Source: an optimization exercise on an open RTL-to-GDS flow (aim: small area). Production flows keep margins and buffers that such runs may drop.
The RTL was checked by simulation tests, not by an equivalence proof against the original design.
No activity file was given, so power comes from the tool's default toggle rates.

Setup of 06-18:
==> module uart_frame_parser, before the edit <==
module uart_frame_parser (
    input  wire          clk,
    input  wire          rst,
    input  wire  [7:0]   rx_data,
    input  wire          rx_valid,
    output logic         rx_ready,
    output logic         frame_valid,
    input  wire          frame_ready,
    output logic [7:0]   frame_cmd,
    output logic [31:0]  frame_addr,
    output logic [511:0] frame_data,
    output logic [6:0]   frame_count,
    output logic [7:0]   frame_status,
    output logic         soft_reset
);
    typedef enum logic [2:0] {
        S_HUNT = 3'd0,
        S_CMD  = 3'd1,
        S_ADDR = 3'd2,
        S_DATA = 3'd3,
        S_CRC  = 3'd4
    } state_t;
    state_t      state;
    logic        done;        
    logic [7:0]  cmd_q;
    logic [7:0]  crc_q;       
    logic [6:0]  cnt_q;       
    logic [31:0] addr_q;
    logic [511:0] data_q;
    logic        accept;
    logic        is_cmd;
    logic [7:0]  crc_next;
    logic        no_data;
    logic [5:0]  last_idx;    
    logic        crc_zero;
    logic        good_reset;
    logic        cmd_inv;
    function automatic logic [7:0] crc8_next(input logic [7:0] crc, input logic [7:0] data);
        logic [7:0] c;
        c = crc ^ data;
        for (int i = 0; i < 8; i++) begin
            c = c[7] ? ((c << 1) ^ 8'h07) : (c << 1);
        end
        crc8_next = c;
    endfunction
    logic        take;
    assign rx_ready = !done || frame_ready;
    assign accept   = rx_valid && rx_ready;
    assign take     = rx_valid;
    assign is_cmd   = (state == S_CMD);
    assign crc_next = crc8_next(is_cmd ? 8'h00 : crc_q, rx_data);
    assign no_data  = cmd_q[7] || (cmd_q[5:4] == 2'd3);
    always_comb begin
        case (cmd_q[5:4])
            2'd0:    last_idx = {2'b00, cmd_q[3:0]};
            2'd1:    last_idx = {1'b0, cmd_q[3:0], 1'b1};
            default: last_idx = {cmd_q[3:0], 2'b11};
        endcase
    end
    assign crc_zero   = (crc_q == 8'h00);
    assign good_reset = (cmd_q == 8'hFF) && crc_zero;
    assign frame_valid  = done && !good_reset;
    assign soft_reset   = done && good_reset;
    assign frame_cmd    = cmd_q;
    assign frame_addr   = addr_q;
    assign frame_data   = data_q;
    assign frame_count  = cnt_q;
    assign cmd_inv      = (cmd_q[5:4] == 2'd3) && (cmd_q != 8'hFF);
    assign frame_status = {6'b0, cmd_inv, !cmd_inv && !crc_zero};
    always_ff @(posedge clk) begin
        if (rst) begin
            state <= S_HUNT;
            done  <= 1'b0;
        end else begin
            if (done && (frame_ready || good_reset)) done <= 1'b0;
            if (state == S_HUNT) begin
                if (accept && rx_data == 8'hA5) state <= S_CMD;
            end else if (take) begin
                case (state)
                    S_CMD:  state <= (rx_data == 8'hFF) ? S_CRC : S_ADDR;
                    S_ADDR: if (cnt_q[1:0] == 2'd3) state <= no_data ? S_CRC : S_DATA;
                    S_DATA: if (cnt_q[5:0] == last_idx) state <= S_CRC;
                    default: begin
                        state <= S_HUNT;
                        done  <= 1'b1;
                    end
                endcase
            end
        end
    end
    always_ff @(posedge clk) begin
        if (take && state != S_HUNT) begin
            crc_q <= crc_next;
            case (state)
                S_CMD:  begin
                    cmd_q <= rx_data;
                    cnt_q <= 7'd0;
                end
                S_ADDR: cnt_q[1:0] <= cnt_q[1:0] + 2'd1;
                S_DATA: cnt_q <= cnt_q + 7'd1;
                default: ;
            endcase
        end
    end
    logic        keep;        
    logic [3:0]  aw;          
    logic [63:0] dw;          
    assign keep = !(take && is_cmd);
    logic [7:0]  drow;
    logic [7:0]  dcol;
    always_comb begin
        for (int i = 0; i < 4; i++)
            aw[i] = take && (state == S_ADDR) && (cnt_q[1:0] == i[1:0]);
        for (int j = 0; j < 8; j++) begin
            drow[j] = take && (state == S_DATA) && (cnt_q[5:3] == j[2:0]);
            dcol[j] = (cnt_q[2:0] == j[2:0]);
        end
        for (int k = 0; k < 64; k++)
            dw[k] = drow[k / 8] && dcol[k % 8];
    end
    always_ff @(posedge clk) begin
        for (int i = 0; i < 4; i++)
            addr_q[8*i +: 8] <= (rx_data & {8{aw[i]}}) | (addr_q[8*i +: 8] & {8{keep}});
        for (int k = 0; k < 64; k++)
            data_q[8*k +: 8] <= (rx_data & {8{dw[k]}}) | (data_q[8*k +: 8] & {8{keep}});
    end
endmodule
clock: 8.0 ns
lec_check: 0
abc_area: 1
cap_margin: 20
core_margin: 2
core_utilization: 65
slew_margin: 20
standard.sh (not shown) runs the stock make flow with config.mk's settings and CLKGATE_MAP_FILE= SYNTH_SCRIPT=/design/flow/synth_recipe.tcl, a recipe that flattens the netlist after the stock synthesis.
==> flow/flow/run.sh <==
#!/bin/bash
# Standard layout, with
#  - the port buffers made of the smallest buffer cell,
#  - over-sized logic gates with few loads downsized after placement resizing,
#  - a clock tree of clkbuf_8 leaves over clusters of about 16 registers, with no dummy loads.
set -euo pipefail
bash standard.sh \
  "BUFFER_PORTS_ARGS=-buffer_cell sky130_fd_sc_hd__buf_1" \
  "POST_RESIZE_TCL=$PWD/flow/downsize.tcl" \
  "CTS_ARGS=-sink_clustering_enable -repair_clock_nets -dont_use_dummy_load -buf_list {sky130_fd_sc_hd__clkbuf_8} -sink_clustering_size 16 -sink_clustering_max_diameter 50" \
  finish > make_finish.log 2>&1
==> flow/flow/downsize.tcl <==
# Sourced after the resize step of placement (POST_RESIZE_TCL).
# Synthesis sizes some logic gates for loads they do not have. Swap each logic
# gate that drives at most 16 pins for the size-1 (or size-0) cell of the same
# function, then let repair_design fix any slew or load it breaks.
# Registers, clock cells and tie cells are left as they are.
set db [ord::get_db]
set n 0
foreach inst [[ord::get_db_block] getInsts] {
  set mname [[$inst getMaster] getName]
  if {![regexp {^(sky130_fd_sc_hd__[a-z0-9]+)_([0-9]+)$} $mname -> base size]} continue
  if {[regexp {df|clk|conb|tap|fill|decap} $base]} continue
  set fanout 0
  foreach it [$inst getITerms] {
    if {[$it isOutputSignal] && [$it getNet] != "NULL"} {
      set fanout [llength [[$it getNet] getITerms]]
    }
  }
  if {$fanout > 16} continue
  foreach s {0 1} {
    if {$s >= $size} break
    set m [$db findMaster ${base}_$s]
    if {$m != "NULL"} {
      if {[$m getWidth] < [[$inst getMaster] getWidth]} {
        replace_cell [$inst getName] ${base}_$s
        incr n
      }
      break
    }
  }
}
puts "downsize.tcl: downsized $n instances"
estimate_parasitics -placement
repair_design_helper
### 06-18 -> 03-25
-- flow/design.v --
<<< 06-18, line 131
        if (take && state != S_HUNT) begin
            crc_q <= crc_next;
            case (state)
                S_CMD:  begin
                    cmd_q <= rx_data;
                    cnt_q <= 7'd0;
                end
                S_ADDR: cnt_q[1:0] <= cnt_q[1:0] + 2'd1;
                S_DATA: cnt_q <= cnt_q + 7'd1;
                default: ;
            endcase
        end
    end
    logic        keep;        
>>> 03-25, line 131
        if (take && state != S_HUNT) begin
            crc_q <= crc_next;
            if (is_cmd) cmd_q <= rx_data;
        end
    end
    logic [1:0] cnt_lo;
    logic [4:0] cnt_hi;
    logic       cnt_up;
    assign cnt_up = take && (state == S_ADDR || state == S_DATA);
    assign cnt_lo = cnt_q[1:0] + {1'b0, cnt_up};
    assign cnt_hi = cnt_q[6:2] + {4'b0, cnt_up && (state == S_DATA) && (cnt_q[1:0] == 2'd3)};
    always_ff @(posedge clk) begin
        if (take && is_cmd) cnt_q <= 7'd0;
        else                cnt_q <= {cnt_hi, cnt_lo};
    end
    logic        keep;        
==> comparison <==
Number of buffers other than clock buffers in the final layout (03-25 vs. 06-18) increases slightly. On number of instances in the synthesized netlist, 06-18 and 03-25 are basically level. 03-25 ends up with a insertion delay to the later sink of the worst-skew pair that is 0.02 ns higher than in 06-18. Compared to 06-18, 03-25 has critical-path maximum fanout 1 higher. Status: die footprint parity (06-18, 03-25). Met1 demand-to-capacity share in global routing (higher): 06-18. Compared with 06-18, in 03-25 post-route minimum period increased by 0.53 ns relative to the old numbers, sequential share of layout area decreased 0.16 points.

main:
uart_frame_parser, a different RTL version from the one above (not shown whole).
Size: about 570 flip-flops, roughly 580 I/O pins.
==> module uart_frame_parser, before the edit <==
module uart_frame_parser (
    input  wire          clk,
    input  wire          rst,
    input  wire  [7:0]   rx_data,
    input  wire          rx_valid,
    output logic         rx_ready,
    output logic         frame_valid,
    input  wire          frame_ready,
    output logic [7:0]   frame_cmd,
    output logic [31:0]  frame_addr,
    output logic [511:0] frame_data,
    output logic [6:0]   frame_count,
    output logic [7:0]   frame_status,
    output logic         soft_reset
);
    logic        st_hunt, st_cmd, st_addr, st_data, st_crc;
    logic        done;        
    logic [7:0]  cmd_q;
    logic [7:0]  crc_q;       
    logic [6:0]  cnt_q;       
    logic [31:0] addr_q;
    logic [511:0] data_q;
    logic        accept;
    logic        is_cmd;
    logic [7:0]  crc_next;
    logic        no_data;
    logic [5:0]  last_idx;    
    logic        crc_zero;
    logic        good_reset;
    logic        cmd_inv;
    function automatic logic [7:0] crc8_next(input logic [7:0] crc, input logic [7:0] data);
        logic [7:0] c;
        c = crc ^ data;
        for (int i = 0; i < 8; i++) begin
            c = c[7] ? ((c << 1) ^ 8'h07) : (c << 1);
        end
        crc8_next = c;
    endfunction
    assign rx_ready = !done || frame_ready;
    assign accept   = rx_valid && rx_ready;
    assign is_cmd   = st_cmd;
    assign crc_next = crc8_next(is_cmd ? 8'h00 : crc_q, rx_data);
    assign no_data  = cmd_q[7] || (cmd_q[5:4] == 2'd3);
    always_comb begin
        case (cmd_q[5:4])
            2'd0:    last_idx = {2'b00, cmd_q[3:0]};
            2'd1:    last_idx = {1'b0, cmd_q[3:0], 1'b1};
            default: last_idx = {cmd_q[3:0], 2'b11};
        endcase
    end
    assign crc_zero   = (crc_q == 8'h00);
    assign good_reset = (cmd_q == 8'hFF) && crc_zero;
    assign frame_valid  = done && !good_reset;
    assign soft_reset   = done && good_reset;
    assign frame_cmd    = cmd_q;
    assign frame_addr   = addr_q;
    assign frame_data   = data_q;
    assign frame_count  = cnt_q;
    assign cmd_inv      = (cmd_q[5:4] == 2'd3) && (cmd_q != 8'hFF);
    assign frame_status = {6'b0, cmd_inv, !cmd_inv && !crc_zero};
    logic addr_end, data_end;
    assign addr_end = (cnt_q[1:0] == 2'd3);
    assign data_end = (cnt_q[5:0] == last_idx);
    always_ff @(posedge clk) begin
        if (rst) begin
            st_hunt <= 1'b1;
            st_cmd  <= 1'b0;
            st_addr <= 1'b0;
            st_data <= 1'b0;
            st_crc  <= 1'b0;
            done    <= 1'b0;
        end else begin
            if (done && (frame_ready || good_reset)) done <= 1'b0;
            if (accept) begin
                st_hunt <= (st_hunt && rx_data != 8'hA5) || st_crc;
                st_cmd  <= st_hunt && rx_data == 8'hA5;
                st_addr <= (st_cmd && rx_data != 8'hFF) || (st_addr && !addr_end);
                st_data <= (st_addr && addr_end && !no_data) || (st_data && !data_end);
                st_crc  <= (st_cmd && rx_data == 8'hFF) || (st_addr && addr_end && no_data)
                           || (st_data && data_end);
                if (st_crc) done <= 1'b1;
            end
        end
    end
    always_ff @(posedge clk) begin
        if (accept) begin
            if (!st_hunt) crc_q <= crc_next;
            if (st_cmd) begin
                cmd_q <= rx_data;
                cnt_q <= 7'd0;
            end
            if (st_addr) cnt_q[1:0] <= cnt_q[1:0] + 2'd1;
            if (st_data) cnt_q <= cnt_q + 7'd1;
        end
    end
    logic        keep;        
    logic [3:0]  aw;          
    logic [63:0] dw;          
    assign keep = !(accept && is_cmd);
    logic [7:0]  drow;
    logic [7:0]  dcol;
    always_comb begin
        for (int i = 0; i < 4; i++)
            aw[i] = accept && st_addr && (cnt_q[1:0] == i[1:0]);
        for (int j = 0; j < 8; j++) begin
            drow[j] = accept && st_data && (cnt_q[5:3] == j[2:0]);
            dcol[j] = (cnt_q[2:0] == j[2:0]);
        end
        for (int k = 0; k < 64; k++)
            dw[k] = drow[k / 8] && dcol[k % 8];
    end
    always_ff @(posedge clk) begin
        for (int i = 0; i < 4; i++)
            addr_q[8*i +: 8] <= (rx_data & {8{aw[i]}}) | (addr_q[8*i +: 8] & {8{keep}});
        for (int k = 0; k < 64; k++)
            data_q[8*k +: 8] <= (rx_data & {8{dw[k]}}) | (data_q[8*k +: 8] & {8{keep}});
    end
endmodule
export LEC_CHECK = 0
export ABC_AREA = 1
export CAP_MARGIN = 20
export CORE_MARGIN = 2
export CORE_UTILIZATION = 65
export SLEW_MARGIN = 20
create_clock -name core_clock -period 8.0 [get_ports {clk}]
==> flow/flow/run.sh <==
#!/bin/bash
# Standard layout, with the port buffers made of the smallest buffer cell
# and a clock tree of clkbuf_8 leaves over clusters of about 16 registers,
# with no dummy loads.
set -euo pipefail
bash standard.sh \
  "BUFFER_PORTS_ARGS=-buffer_cell sky130_fd_sc_hd__buf_1" \
  "CTS_ARGS=-sink_clustering_enable -repair_clock_nets -dont_use_dummy_load -buf_list {sky130_fd_sc_hd__clkbuf_8} -sink_clustering_size 16 -sink_clustering_max_diameter 50" \
  finish > make_finish.log 2>&1
The inputs of the feature branch differ from those of main as listed below.
--- a/flow/design.v
+++ b/flow/design.v
@@ -51,9 +51,16 @@
     output logic [6:0]   frame_count,
     output logic [7:0]   frame_status,
     output logic         soft_reset
 );
-    logic        st_hunt, st_cmd, st_addr, st_data, st_crc;
+    typedef enum logic [2:0] {
+        S_HUNT = 3'd0,
+        S_CMD  = 3'd1,
+        S_ADDR = 3'd2,
+        S_DATA = 3'd3,
+        S_CRC  = 3'd4
+    } state_t;
+    state_t      state;
     logic        done;        
     logic [7:0]  cmd_q;
     logic [7:0]  crc_q;       
     logic [6:0]  cnt_q;       
@@ -76,9 +83,9 @@
         crc8_next = c;
     endfunction
     assign rx_ready = !done || frame_ready;
     assign accept   = rx_valid && rx_ready;
-    assign is_cmd   = st_cmd;
+    assign is_cmd   = (state == S_CMD);
     assign crc_next = crc8_next(is_cmd ? 8'h00 : crc_q, rx_data);
     assign no_data  = cmd_q[7] || (cmd_q[5:4] == 2'd3);
     always_comb begin
         case (cmd_q[5:4])
@@ -96,41 +103,40 @@
     assign frame_data   = data_q;
     assign frame_count  = cnt_q;
     assign cmd_inv      = (cmd_q[5:4] == 2'd3) && (cmd_q != 8'hFF);
     assign frame_status = {6'b0, cmd_inv, !cmd_inv && !crc_zero};
-    logic addr_end, data_end;
-    assign addr_end = (cnt_q[1:0] == 2'd3);
-    assign data_end = (cnt_q[5:0] == last_idx);
     always_ff @(posedge clk) begin
         if (rst) begin
-            st_hunt <= 1'b1;
-            st_cmd  <= 1'b0;
-            st_addr <= 1'b0;
-            st_data <= 1'b0;
-            st_crc  <= 1'b0;
-            done    <= 1'b0;
+            state <= S_HUNT;
+            done  <= 1'b0;
         end else begin
             if (done && (frame_ready || good_reset)) done <= 1'b0;
             if (accept) begin
-                st_hunt <= (st_hunt && rx_data != 8'hA5) || st_crc;
-                st_cmd  <= st_hunt && rx_data == 8'hA5;
-                st_addr <= (st_cmd && rx_data != 8'hFF) || (st_addr && !addr_end);
-                st_data <= (st_addr && addr_end && !no_data) || (st_data && !data_end);
-                st_crc  <= (st_cmd && rx_data == 8'hFF) || (st_addr && addr_end && no_data)
-                           || (st_data && data_end);
-                if (st_crc) done <= 1'b1;
+                case (state)
+                    S_HUNT: if (rx_data == 8'hA5) state <= S_CMD;
+                    S_CMD:  state <= (rx_data == 8'hFF) ? S_CRC : S_ADDR;
+                    S_ADDR: if (cnt_q[1:0] == 2'd3) state <= no_data ? S_CRC : S_DATA;
+                    S_DATA: if (cnt_q[5:0] == last_idx) state <= S_CRC;
+                    default: begin
+                        state <= S_HUNT;
+                        done  <= 1'b1;
+                    end
+                endcase
             end
         end
     end
     always_ff @(posedge clk) begin
         if (accept) begin
-            if (!st_hunt) crc_q <= crc_next;
-            if (st_cmd) begin
-                cmd_q <= rx_data;
-                cnt_q <= 7'd0;
-            end
-            if (st_addr) cnt_q[1:0] <= cnt_q[1:0] + 2'd1;
-            if (st_data) cnt_q <= cnt_q + 7'd1;
+            if (state != S_HUNT) crc_q <= crc_next;
+            case (state)
+                S_CMD:  begin
+                    cmd_q <= rx_data;
+                    cnt_q <= 7'd0;
+                end
+                S_ADDR: cnt_q[1:0] <= cnt_q[1:0] + 2'd1;
+                S_DATA: cnt_q <= cnt_q + 7'd1;
+                default: ;
+            endcase
         end
     end
     logic        keep;        
     logic [3:0]  aw;          
@@ -139,11 +145,11 @@
     logic [7:0]  drow;
     logic [7:0]  dcol;
     always_comb begin
         for (int i = 0; i < 4; i++)
-            aw[i] = accept && st_addr && (cnt_q[1:0] == i[1:0]);
+            aw[i] = accept && (state == S_ADDR) && (cnt_q[1:0] == i[1:0]);
         for (int j = 0; j < 8; j++) begin
-            drow[j] = accept && st_data && (cnt_q[5:3] == j[2:0]);
+            drow[j] = accept && (state == S_DATA) && (cnt_q[5:3] == j[2:0]);
             dcol[j] = (cnt_q[2:0] == j[2:0]);
         end
         for (int k = 0; k < 64; k++)
             dw[k] = drow[k / 8] && dcol[k % 8];
Results
Launch point of the worst path = frame_ready: the feature branch; launch point of the worst path = crc_q[4]$_DFFE_PP_: main
As far as clock network latency to the later pin of the worst-skew pair is concerned, main and the feature branch perform about the same.
For the post-layout minimum cycle time, the feature branch came in 0.025 ns lower than main did.
In terms of final area, the feature branch and main differ only marginally.
Changes observed in the feature branch relative to main: final weighted congestion in routability-driven placement saw a decrease; global-route usage over all layers moved up; met1 usage in global routing up 0.64 points.
Re utilization: the feature branch is 2.0 points up on main.
Compared with main, the feature branch shows a lower met2 wire length.
The clock network fraction of design power in the feature branch sits 6.6 points below the value recorded for main.
Changes observed in the feature branch relative to main: sequential share of layout area went down 0.15 points; die area went down 2.2%; floorplan row count went down 1.
[the feature branch] net switching component of the power rose 79% relative to main
Non-clock buffer contribution to total cell area: the feature branch vs main — no meaningful difference

-- what the ideal ports hide --
How much do the figures lean on ideal ports? The routed layouts below were timed once more, with nothing changed but the port constraints.
Step 1: set_driving_cell puts a clkbuf_16 on clk and a buf_2 on each other input, an assumption about the parent block.
Step 2 moves the port delays by t, midway between the first and last clock arrival at a register: inputs arrive t later, outputs are due t later. That takes back most of the time a late clock gives input paths.
Slacks: ideal / step 1 / step 2; pairs: ideal / step 1.
run	shift t [ns]	slack for setup (ns)	hold slack, ns	latest minus earliest clock arrival (ns)
06-18	0.623	4.285 / 4.235 / 3.850	0.470 / 0.470 / 0.470	0.041 / 0.041
03-25	0.633	3.755 / 3.705 / 3.457	0.470 / 0.470 / 0.470	0.037 / 0.037
main	0.619	4.093 / 4.039 / 3.891	0.460 / 0.460 / 0.460	0.049 / 0.049
the feature branch	0.617	4.118 / 4.125 / 3.508	0.460 / 0.460 / 0.460	0.046 / 0.047
After both steps every run listed still meets setup and hold. The setup slack of the feature branch, which loses most, moves by +0.007 ns with the drivers and by -0.610 ns with both steps.
